Background: an optimization exercise with open tools, aiming at small area. Do not read the settings as production practice. In this exercise RTL edits were held to simulation tests only and were not proved equivalent to the original. Power and IR drop assume default switching activity.

Design local_move, start of the top module:
module local_move
(
    input  logic        clk,
    input  logic        rst_n,
    input  logic        clause_write,
    input  logic [1:0]  clause_index,
    input  logic [15:0] clause_data,
    input  logic [3:0]  clause_enable,
    input  logic [9:0]  current,
    input  logic [1:0]  bool_propose_enable,
    input  logic [1:0]  int_propose_enable,
    input  logic        start,
    output logic [11:0] gains,
    output logic [2:0]  best_gain,
    output logic [9:0]  best_assignment,
    output logic        done
);
    logic [15:0] cl0, cl1, cl2, cl3;
    logic [3:0]  cv;
    always_ff @(posedge clk)
    begin
        if (clause_write && clause_index == 2'd0) cl0 <= clause_data;
        if (clause_write && clause_index == 2'd1) cl1 <= clause_data;
        if (clause_write && clause_index == 2'd2) cl2 <= clause_data;
        if (clause_write && clause_index == 2'd3) cl3 <= clause_data;
    end
    always_ff @(posedge clk or negedge rst_n)
    begin
        if (!rst_n)
            cv <= '0;
        else if (clause_write)
            cv[clause_index] <= 1'b1;
    end
    wire [3:0] x  = current[3:0];
    wire [3:0] y  = current[7:4];
    wire       p0 = current[8];
    wire       p1 = current[9];
    wire       xw = (current[3:0] == 4'd7);   
    wire       yw = (current[7:4] == 4'd7);
    wire [3:0] sat0, sat1, sat2, sat3, sat4;
    wire [15:0] c_0 = cl0;
    wire [3:0] b_0 = c_0[7:4];
    wire [3:0] c0_0 = c_0[11:8];
  ...
==> flow/config.mk <==
export PLATFORM = sky130hd
export DESIGN_NAME = local_move
export DESIGN_NICKNAME = local_move
export VERILOG_FILES = /design/flow/design.v
export SDC_FILE = /design/flow/constraint.sdc
export NUM_CORES = 4
export LEC_CHECK = 0
export CAP_MARGIN = 20
export CORE_MARGIN = 2
export CORE_UTILIZATION = 65
export CTS_BUF_LIST = sky130_fd_sc_hd__clkbuf_8
export SLEW_MARGIN = 20
export SYNTH_HIERARCHICAL = 1
==> flow/constraint.sdc <==
create_clock -name core_clock -period 12.0 [get_ports {clk}]
set_input_delay 2.4000 -clock core_clock [delete_from_list [all_inputs] [get_ports {clk}]]
set_output_delay 2.4000 -clock core_clock [all_outputs]
set_load 0.01 [all_outputs]
standard.sh (not shown) runs the stock make flow with config.mk's settings and CLKGATE_MAP_FILE= SYNTH_SCRIPT=/design/flow/synth_recipe.tcl, a recipe that flattens the netlist after the stock synthesis.
==> flow/flow/run.sh <==
#!/bin/bash
# Standard ORFS layout with two changes: the ports are buffered with the smallest
# plain buffer, and clock tree synthesis adds no dummy load cells.
set -euo pipefail
export BUFFER_PORTS_ARGS="-buffer_cell sky130_fd_sc_hd__buf_1"
export CTS_ARGS="-sink_clustering_enable -repair_clock_nets -buf_list sky130_fd_sc_hd__clkbuf_8 -dont_use_dummy_load"
bash standard.sh > standard.log 2>&1
Then changed:
==> flow/flow/run.sh (replaced) <==
#!/bin/bash
# Standard ORFS layout; the only change is the cell used to buffer the ports
# (the smallest plain buffer instead of the flow's default pick).
set -euo pipefail
export BUFFER_PORTS_ARGS="-buffer_cell sky130_fd_sc_hd__buf_1"
bash standard.sh > standard.log 2>&1
- CORE_UTILIZATION: 65 -> 40
- CTS_BUF_LIST: sky130_fd_sc_hd__clkbuf_8 -> unset
Outcome: Area after synthesis stays the same; clock skew decreases by 20 ps; power came out higher by 7.4%; non-clock buffer count climbs by 2; count of clock-buffer cells in the layout does not change.
Then changed:
- CORE_UTILIZATION: 40 -> 65
- CTS_BUF_LIST: unset -> sky130_fd_sc_hd__clkbuf_8
=> Design area shrinks by a few percent; global-route usage grows by 12 points; die area shrinks by well over a third; non-clock buffer count shrinks by 2; utilization grows by 26 points; clock-buffer cell count grows by 3; synthesized area is unchanged; cell count shrinks by roughly a tenth; routed wire length grows slightly; hold slack degrades by 6.5 ps.
Then changed:
==> flow/flow/run.sh (replaced) <==
#!/bin/bash
# Standard ORFS layout with two changes: the ports are buffered with the smallest
# plain buffer, and clock tree synthesis adds no dummy load cells.
set -euo pipefail
export BUFFER_PORTS_ARGS="-buffer_cell sky130_fd_sc_hd__buf_1"
export CTS_ARGS="-sink_clustering_enable -repair_clock_nets -buf_list sky130_fd_sc_hd__clkbuf_4 -dont_use_dummy_load"
bash standard.sh > standard.log 2>&1
- CORE_UTILIZATION: 65 -> 75
- CTS_BUF_LIST: sky130_fd_sc_hd__clkbuf_8 -> sky130_fd_sc_hd__clkbuf_4
Outcome: Clock skew goes up by 31 ps. Total power came out lower by 4.3%. Critical path depth falls by 1. Non-clock buffer count goes down by 1. Die area came out lower by 13%.
Then changed:
==> flow/run.sh (new file) <==
#!/bin/bash
# synth_recipe.tcl (not shown) runs the flow's synth.tcl, then flattens the netlist and writes it again
# the make line also repeats each setting of config.mk as NAME=value (left out here)
make -C /OpenROAD-flow-scripts/flow DESIGN_CONFIG=/design/flow/config.mk WORK_HOME=/design/flow/orfs CLKGATE_MAP_FILE= SYNTH_SCRIPT=/design/flow/synth_recipe.tcl finish
- CORE_UTILIZATION: 75 -> 40
- CTS_BUF_LIST: sky130_fd_sc_hd__clkbuf_4 -> unset
removed: flow/flow/run.sh
removed: flow/standard.sh
The new run ran to the end with no violations.
Synthesized cell count stays the same.
Cell area is higher by 10%.
Combinational power barely changes.
Via count falls by 4.6%.
Worst setup slack got worse by 260 ps.
Maximum frequency fell by 2.4%.
Synthesized area is unchanged.
Total power came out higher by 10%.
Global-route usage goes down by 16 points.
Utilization went down by 33 points.
Routed wire length shrinks by 0.63%.
Then changed:
==> flow/flow/run.sh (new file) <==
#!/bin/bash
# Standard ORFS layout; the only change is the cell used to buffer the ports
# (the smallest plain buffer instead of the flow's default pick).
set -euo pipefail
export BUFFER_PORTS_ARGS="-buffer_cell sky130_fd_sc_hd__buf_1"
bash standard.sh > standard.log 2>&1
==> flow/standard.sh (new file) <==
#!/bin/bash
# synth_recipe.tcl (not shown) runs the flow's synth.tcl, then flattens the netlist and writes it again
# the make line also repeats each setting of config.mk as NAME=value (left out here)
make -C /OpenROAD-flow-scripts/flow DESIGN_CONFIG=/design/flow/config.mk WORK_HOME=/design/flow/orfs CLKGATE_MAP_FILE= SYNTH_SCRIPT=/design/flow/synth_recipe.tcl "${@:-finish}"
- CORE_UTILIZATION: 40 -> 65
- CTS_BUF_LIST: unset -> sky130_fd_sc_hd__clkbuf_8
- CTS_CLUSTER_DIAMETER: unset -> 60
- CTS_CLUSTER_SIZE: unset -> 40
removed: flow/run.sh
After rerunning:
- final area came out lower by 6.8%
- flip-flop and latch count is unchanged
- global-route usage rose by 12 points
- setup slack is better by 400 ps
- die area falls by 38%
- cell count decreases by 11%
- sequential share of layout area climbs by 2.1 points

* * *

job 7690:
local_move, a different RTL version from the one above (not shown whole).
For scale: roughly 870 cells after synthesis, about 120 flip-flops.
Design local_move, start of the top module:
module local_move
(
    input  logic        clk,
    input  logic        rst_n,
    input  logic        clause_write,
    input  logic [1:0]  clause_index,
    input  logic [15:0] clause_data,
    input  logic [3:0]  clause_enable,
    input  logic [9:0]  current,
    input  logic [1:0]  bool_propose_enable,
    input  logic [1:0]  int_propose_enable,
    input  logic        start,
    output logic [11:0] gains,
    output logic [2:0]  best_gain,
    output logic [9:0]  best_assignment,
    output logic        done
);
    logic [15:0] cl0, cl1, cl2, cl3;
    logic [3:0]  cv;
    always_ff @(posedge clk)
    begin
        if (clause_write && clause_index == 2'd0) cl0 <= clause_data;
        if (clause_write && clause_index == 2'd1) cl1 <= clause_data;
        if (clause_write && clause_index == 2'd2) cl2 <= clause_data;
        if (clause_write && clause_index == 2'd3) cl3 <= clause_data;
    end
    always_ff @(posedge clk or negedge rst_n)
    begin
        if (!rst_n)
            cv <= '0;
        else if (clause_write)
            cv[clause_index] <= 1'b1;
    end
    wire [3:0] x  = current[3:0];
    wire [3:0] y  = current[7:4];
    wire       p0 = current[8];
    wire       p1 = current[9];
    wire       xw = (current[3:0] == 4'd7);   
    wire       yw = (current[7:4] == 4'd7);
    wire [3:0] sat0, sat1, sat2, sat3, sat4;
    wire [15:0] c_0 = cl0;
    wire [3:0] b_0 = c_0[7:4];
    wire [3:0] c0_0 = c_0[11:8];
    wire [3:0] c1_0 = c_0[15:12];
  ...
Settings: LEC_CHECK=0, CAP_MARGIN=20, CORE_MARGIN=2, CORE_UTILIZATION=85, CTS_BUF_LIST=sky130_fd_sc_hd__clkbuf_4, SLEW_MARGIN=20, SYNTH_HIERARCHICAL=1; clock period 12.0 ns.
==> flow/flow/run.sh <==
#!/bin/bash
# Standard ORFS layout with two changes: the ports are buffered with the smallest
# plain buffer, and clock tree synthesis adds no dummy load cells.
set -euo pipefail
export BUFFER_PORTS_ARGS="-buffer_cell sky130_fd_sc_hd__buf_1"
export CTS_ARGS="-sink_clustering_enable -repair_clock_nets -buf_list sky130_fd_sc_hd__clkbuf_4 -dont_use_dummy_load"
bash standard.sh > standard.log 2>&1
In summary, job 7690 completed successfully, with a layout that passed the timing, design-rule and antenna checks.
What job 1463 does differently from job 7690 at the input level:
==> flow/flow/run.sh <==
#!/bin/bash
# Standard ORFS layout with two changes: the ports are buffered with the smallest
# plain buffer, and clock tree synthesis adds no dummy load cells.
set -euo pipefail
export BUFFER_PORTS_ARGS="-buffer_cell sky130_fd_sc_hd__buf_1"
export CTS_ARGS="-sink_clustering_enable -repair_clock_nets -root_buf sky130_fd_sc_hd__clkbuf_8 -buf_list sky130_fd_sc_hd__clkbuf_4 -dont_use_dummy_load"
bash standard.sh > standard.log 2>&1
diff --git a/flow/config.mk b/flow/config.mk
--- a/flow/config.mk
+++ b/flow/config.mk
@@ -9,3 +9,3 @@
 export CORE_MARGIN = 2
-export CORE_UTILIZATION = 85
+export CORE_UTILIZATION = 75
 export CTS_BUF_LIST = sky130_fd_sc_hd__clkbuf_4
Findings:
- Job 7690 → job 1463: global-route usage now sits lower, count of multi-input combinational gates closely matched the old numbers.
- On core utilization: between job 1463 and job 7690, it ends up lower for job 1463.
- Minimum setup slack in the final design: job 1463 < job 7690
- Count of plain and timing-repair buffers in the layout of job 1463 falls short of that of job 7690 by a few percent.
Edits applied to the flow inputs when going from job 1463 to job 3859:
==> flow/flow/run.sh <==
#!/bin/bash
# Standard ORFS layout with two changes: the ports are buffered with the smallest
# plain buffer, and clock tree synthesis adds no dummy load cells.
set -euo pipefail
export BUFFER_PORTS_ARGS="-buffer_cell sky130_fd_sc_hd__buf_1"
export CTS_ARGS="-sink_clustering_enable -repair_clock_nets -buf_list sky130_fd_sc_hd__clkbuf_8 -dont_use_dummy_load"
bash standard.sh > standard.log 2>&1
diff --git a/flow/config.mk b/flow/config.mk
--- a/flow/config.mk
+++ b/flow/config.mk
@@ -10,3 +10,3 @@
 export CORE_UTILIZATION = 75
-export CTS_BUF_LIST = sky130_fd_sc_hd__clkbuf_4
+export CTS_BUF_LIST = sky130_fd_sc_hd__clkbuf_8
 export SLEW_MARGIN = 20
- The switching power summed over all nets in job 3859 was higher than what job 1463 gave.
- Via count delta (job 1463 -> job 3859): insignificant
- For wire length, job 3859 and job 1463 come out practically identical.
- [compare] base=job 1463 new=job 3859: power consumption climbed 65 µW; count of plain and timing-repair buffers in the layout has remained practically unchanged.

* * *

Another version of the RTL of local_move (not shown whole).
For scale: about 760 cells after synthesis, ~120 flip-flops.
clock: 12.0 ns
lec_check: 0
cap_margin: 20
core_margin: 2
core_utilization: 75
cts_buf_list: sky130_fd_sc_hd__clkbuf_4
slew_margin: 20
synth_hierarchical: 1
==> flow/flow/run.sh <==
#!/bin/bash
# Standard ORFS layout with two changes: the ports are buffered with the smallest
# plain buffer, and clock tree synthesis adds no dummy load cells.
set -euo pipefail
export BUFFER_PORTS_ARGS="-buffer_cell sky130_fd_sc_hd__buf_1"
export CTS_ARGS="-sink_clustering_enable -repair_clock_nets -buf_list sky130_fd_sc_hd__clkbuf_4 -dont_use_dummy_load"
bash standard.sh > standard.log 2>&1
The first run completed with no timing, DRC or antenna violations.
Next try:
--- a/flow/flow/run.sh
+++ b/flow/flow/run.sh
@@ -6 +6 @@
-export CTS_ARGS="-sink_clustering_enable -repair_clock_nets -buf_list sky130_fd_sc_hd__clkbuf_4 -dont_use_dummy_load"
+export CTS_ARGS="-sink_clustering_enable -repair_clock_nets -buf_list sky130_fd_sc_hd__clkbuf_8 -dont_use_dummy_load"
--- a/flow/config.mk
+++ b/flow/config.mk
@@ -11 +11 @@
-export CTS_BUF_LIST = sky130_fd_sc_hd__clkbuf_4
+export CTS_BUF_LIST = sky130_fd_sc_hd__clkbuf_8
Result: The changed run finished clean; core utilization is higher by 0.83 points; total power climbs by 4.0%; setup slack is worse by 170 ps; via count increases by 0.65%; cell area climbs by 1.0%; sequential share of layout area decreases by 0.32 points.

* * *

Another version of the RTL of local_move (not shown whole).
Size in the first run: about 810 cells after synthesis, roughly 120 flip-flops, roughly 66 I/O pins, about 9700 um2 of cells after synthesis.
==> flow/config.mk <==
export PLATFORM = sky130hd
export DESIGN_NAME = local_move
export DESIGN_NICKNAME = local_move
export VERILOG_FILES = /design/flow/design.v
export SDC_FILE = /design/flow/constraint.sdc
export NUM_CORES = 4
export LEC_CHECK = 0
export CAP_MARGIN = 20
export CORE_MARGIN = 2
export CORE_UTILIZATION = 75
export CTS_BUF_LIST = sky130_fd_sc_hd__clkbuf_4
export SLEW_MARGIN = 20
export SYNTH_HIERARCHICAL = 1
==> flow/constraint.sdc <==
create_clock -name core_clock -period 12.0 [get_ports {clk}]
set_input_delay 2.4000 -clock core_clock [delete_from_list [all_inputs] [get_ports {clk}]]
set_output_delay 2.4000 -clock core_clock [all_outputs]
set_load 0.01 [all_outputs]
==> flow/flow/run.sh <==
#!/bin/bash
# Standard ORFS layout with two changes: the ports are buffered with the smallest
# plain buffer, and clock tree synthesis adds no dummy load cells.
set -euo pipefail
export BUFFER_PORTS_ARGS="-buffer_cell sky130_fd_sc_hd__buf_1"
export CTS_ARGS="-sink_clustering_enable -repair_clock_nets -buf_list sky130_fd_sc_hd__clkbuf_4 -sink_clustering_buffer sky130_fd_sc_hd__clkbuf_8 -dont_use_dummy_load"
bash standard.sh > standard.log 2>&1
Next try:
==> flow/flow/run.sh (replaced) <==
#!/bin/bash
# Standard ORFS layout with two changes: the ports are buffered with the smallest
# plain buffer, and clock tree synthesis adds no dummy load cells.
set -euo pipefail
export BUFFER_PORTS_ARGS="-buffer_cell sky130_fd_sc_hd__buf_1"
export CTS_ARGS="-sink_clustering_enable -repair_clock_nets -buf_list sky130_fd_sc_hd__clkbuf_8 -dont_use_dummy_load"
bash standard.sh > standard.log 2>&1
--- a/flow/config.mk
+++ b/flow/config.mk
@@ -8,6 +8,6 @@
 export CAP_MARGIN = 20
 export CORE_MARGIN = 2
-export CORE_UTILIZATION = 75
-export CTS_BUF_LIST = sky130_fd_sc_hd__clkbuf_4
+export CORE_UTILIZATION = 85
+export CTS_BUF_LIST = sky130_fd_sc_hd__clkbuf_8
 export SLEW_MARGIN = 20
 export SYNTH_HIERARCHICAL = 1
The changed run completed without violations.
Clock skew went down by 0.013 ns.
Flip-flop and latch count is unchanged.
Final cell count goes down by 2.5%.
Utilization is higher by 10 points.
Clock-buffer cell count does not change.
Next try:
==> flow/flow/run.sh (replaced) <==
#!/bin/bash
# Standard ORFS layout with two changes: the ports are buffered with the smallest
# plain buffer, and clock tree synthesis adds no dummy load cells.
set -euo pipefail
export BUFFER_PORTS_ARGS="-buffer_cell sky130_fd_sc_hd__buf_1"
export CTS_ARGS="-sink_clustering_enable -repair_clock_nets -buf_list sky130_fd_sc_hd__clkbuf_4 -sink_clustering_size 8 -sink_clustering_max_diameter 40 -dont_use_dummy_load"
bash standard.sh > standard.log 2>&1
--- a/flow/config.mk
+++ b/flow/config.mk
@@ -8,6 +8,6 @@
 export CAP_MARGIN = 20
 export CORE_MARGIN = 2
-export CORE_UTILIZATION = 85
-export CTS_BUF_LIST = sky130_fd_sc_hd__clkbuf_8
+export CORE_UTILIZATION = 75
+export CTS_BUF_LIST = sky130_fd_sc_hd__clkbuf_4
 export SLEW_MARGIN = 20
 export SYNTH_HIERARCHICAL = 1
Outcome: Maximum frequency grows by 2.9%. Count of clock-buffer cells in the layout is unchanged. Power shrinks by 10%. Sequential power goes down by about 1%. Worst hold slack got worse by 0.013 ns.
Next try:
==> flow/flow/run.sh (replaced) <==
#!/bin/bash
# Standard ORFS layout with two changes: the ports are buffered with the smallest
# plain buffer, and clock tree synthesis adds no dummy load cells.
set -euo pipefail
export BUFFER_PORTS_ARGS="-buffer_cell sky130_fd_sc_hd__buf_1"
export CTS_ARGS="-sink_clustering_enable -repair_clock_nets -root_buf sky130_fd_sc_hd__clkbuf_16 -buf_list sky130_fd_sc_hd__clkbuf_4 -dont_use_dummy_load"
bash standard.sh > standard.log 2>&1
After rerunning:
- final cell count is unchanged
- final area is about the same
- maximum frequency falls slightly
- critical path depth stays the same
- first-iteration DRC count drops by a few percent
- clock-buffer cell count does not change
- area after synthesis stays the same

-- afterwards: timing with drivers on the ports --
The results above use ideal ports. As a check the final layouts listed here were re-extracted and re-timed, cells and wires unchanged.
Step 1, drivers: a clkbuf_16 drives clk and a buf_2 each remaining input, both assumed.
Step 2 adds t to the input delays and takes it off the output delays; t is the mean of the earliest and latest rising clock arrival at the registers after step 1. Input paths then give back, and output paths get back, about the clock's delay inside the block.
a / b / c = ideal / step 1 / step 2; a / b = the first two.
run | shift t [ns] | setup WS [ns] | latest minus earliest clock arrival (ns) | worst register clock-pin slew, ns | worst data-port slew with drivers (ns)
the first run of note 1 | 0.466 | 1.415 / 1.425 / 0.960 | 0.029 / 0.029 | 0.08 / 0.08 | 0.03
the second run of note 1 | 0.469 | 1.503 / 1.517 / 1.048 | 0.009 / 0.009 | 0.07 / 0.07 | 0.03
the third run of note 1 | 0.482 | 1.405 / 1.414 / 0.931 | 0.018 / 0.017 | 0.08 / 0.08 | 0.03
the fourth run of note 1 | 0.547 | 1.268 / 1.271 / 0.724 | 0.044 / 0.045 | 0.12 / 0.12 | 0.04
the fifth run of note 1 | 0.463 | 1.004 / 1.022 / 0.559 | 0.013 / 0.014 | 0.07 / 0.07 | 0.04
the sixth run of note 1 | 0.482 | 1.405 / 1.414 / 0.931 | 0.018 / 0.017 | 0.08 / 0.08 | 0.03
job 7690 | 0.566 | 1.025 / 1.037 / 0.471 | 0.040 / 0.040 | 0.11 / 0.11 | 0.05
job 1463 | 0.466 | 1.015 / 1.010 / 0.544 | 0.052 / 0.052 | 0.12 / 0.12 | 0.04
job 3859 | 0.485 | 1.068 / 1.064 / 0.579 | 0.036 / 0.035 | 0.08 / 0.08 | 0.04
the first run of note 3 | 0.579 | 1.849 / 1.862 / 1.284 | 0.043 / 0.043 | 0.11 / 0.11 | 0.04
the second run of note 3 | 0.477 | 1.677 / 1.690 / 1.213 | 0.029 / 0.029 | 0.08 / 0.08 | 0.04
the first run of note 4 | 0.581 | 1.753 / 1.765 / 1.184 | 0.052 / 0.052 | 0.13 / 0.13 | 0.04
the second run of note 4 | 0.488 | 1.455 / 1.471 / 0.983 | 0.032 / 0.032 | 0.08 / 0.08 | 0.04
the third run of note 4 | 0.581 | 1.753 / 1.765 / 1.184 | 0.052 / 0.052 | 0.13 / 0.13 | 0.04
the fourth run of note 4 | 0.407 | 1.568 / 1.592 / 1.185 | 0.052 / 0.052 | 0.13 / 0.13 | 0.04
After both steps every run listed still meets setup and hold.
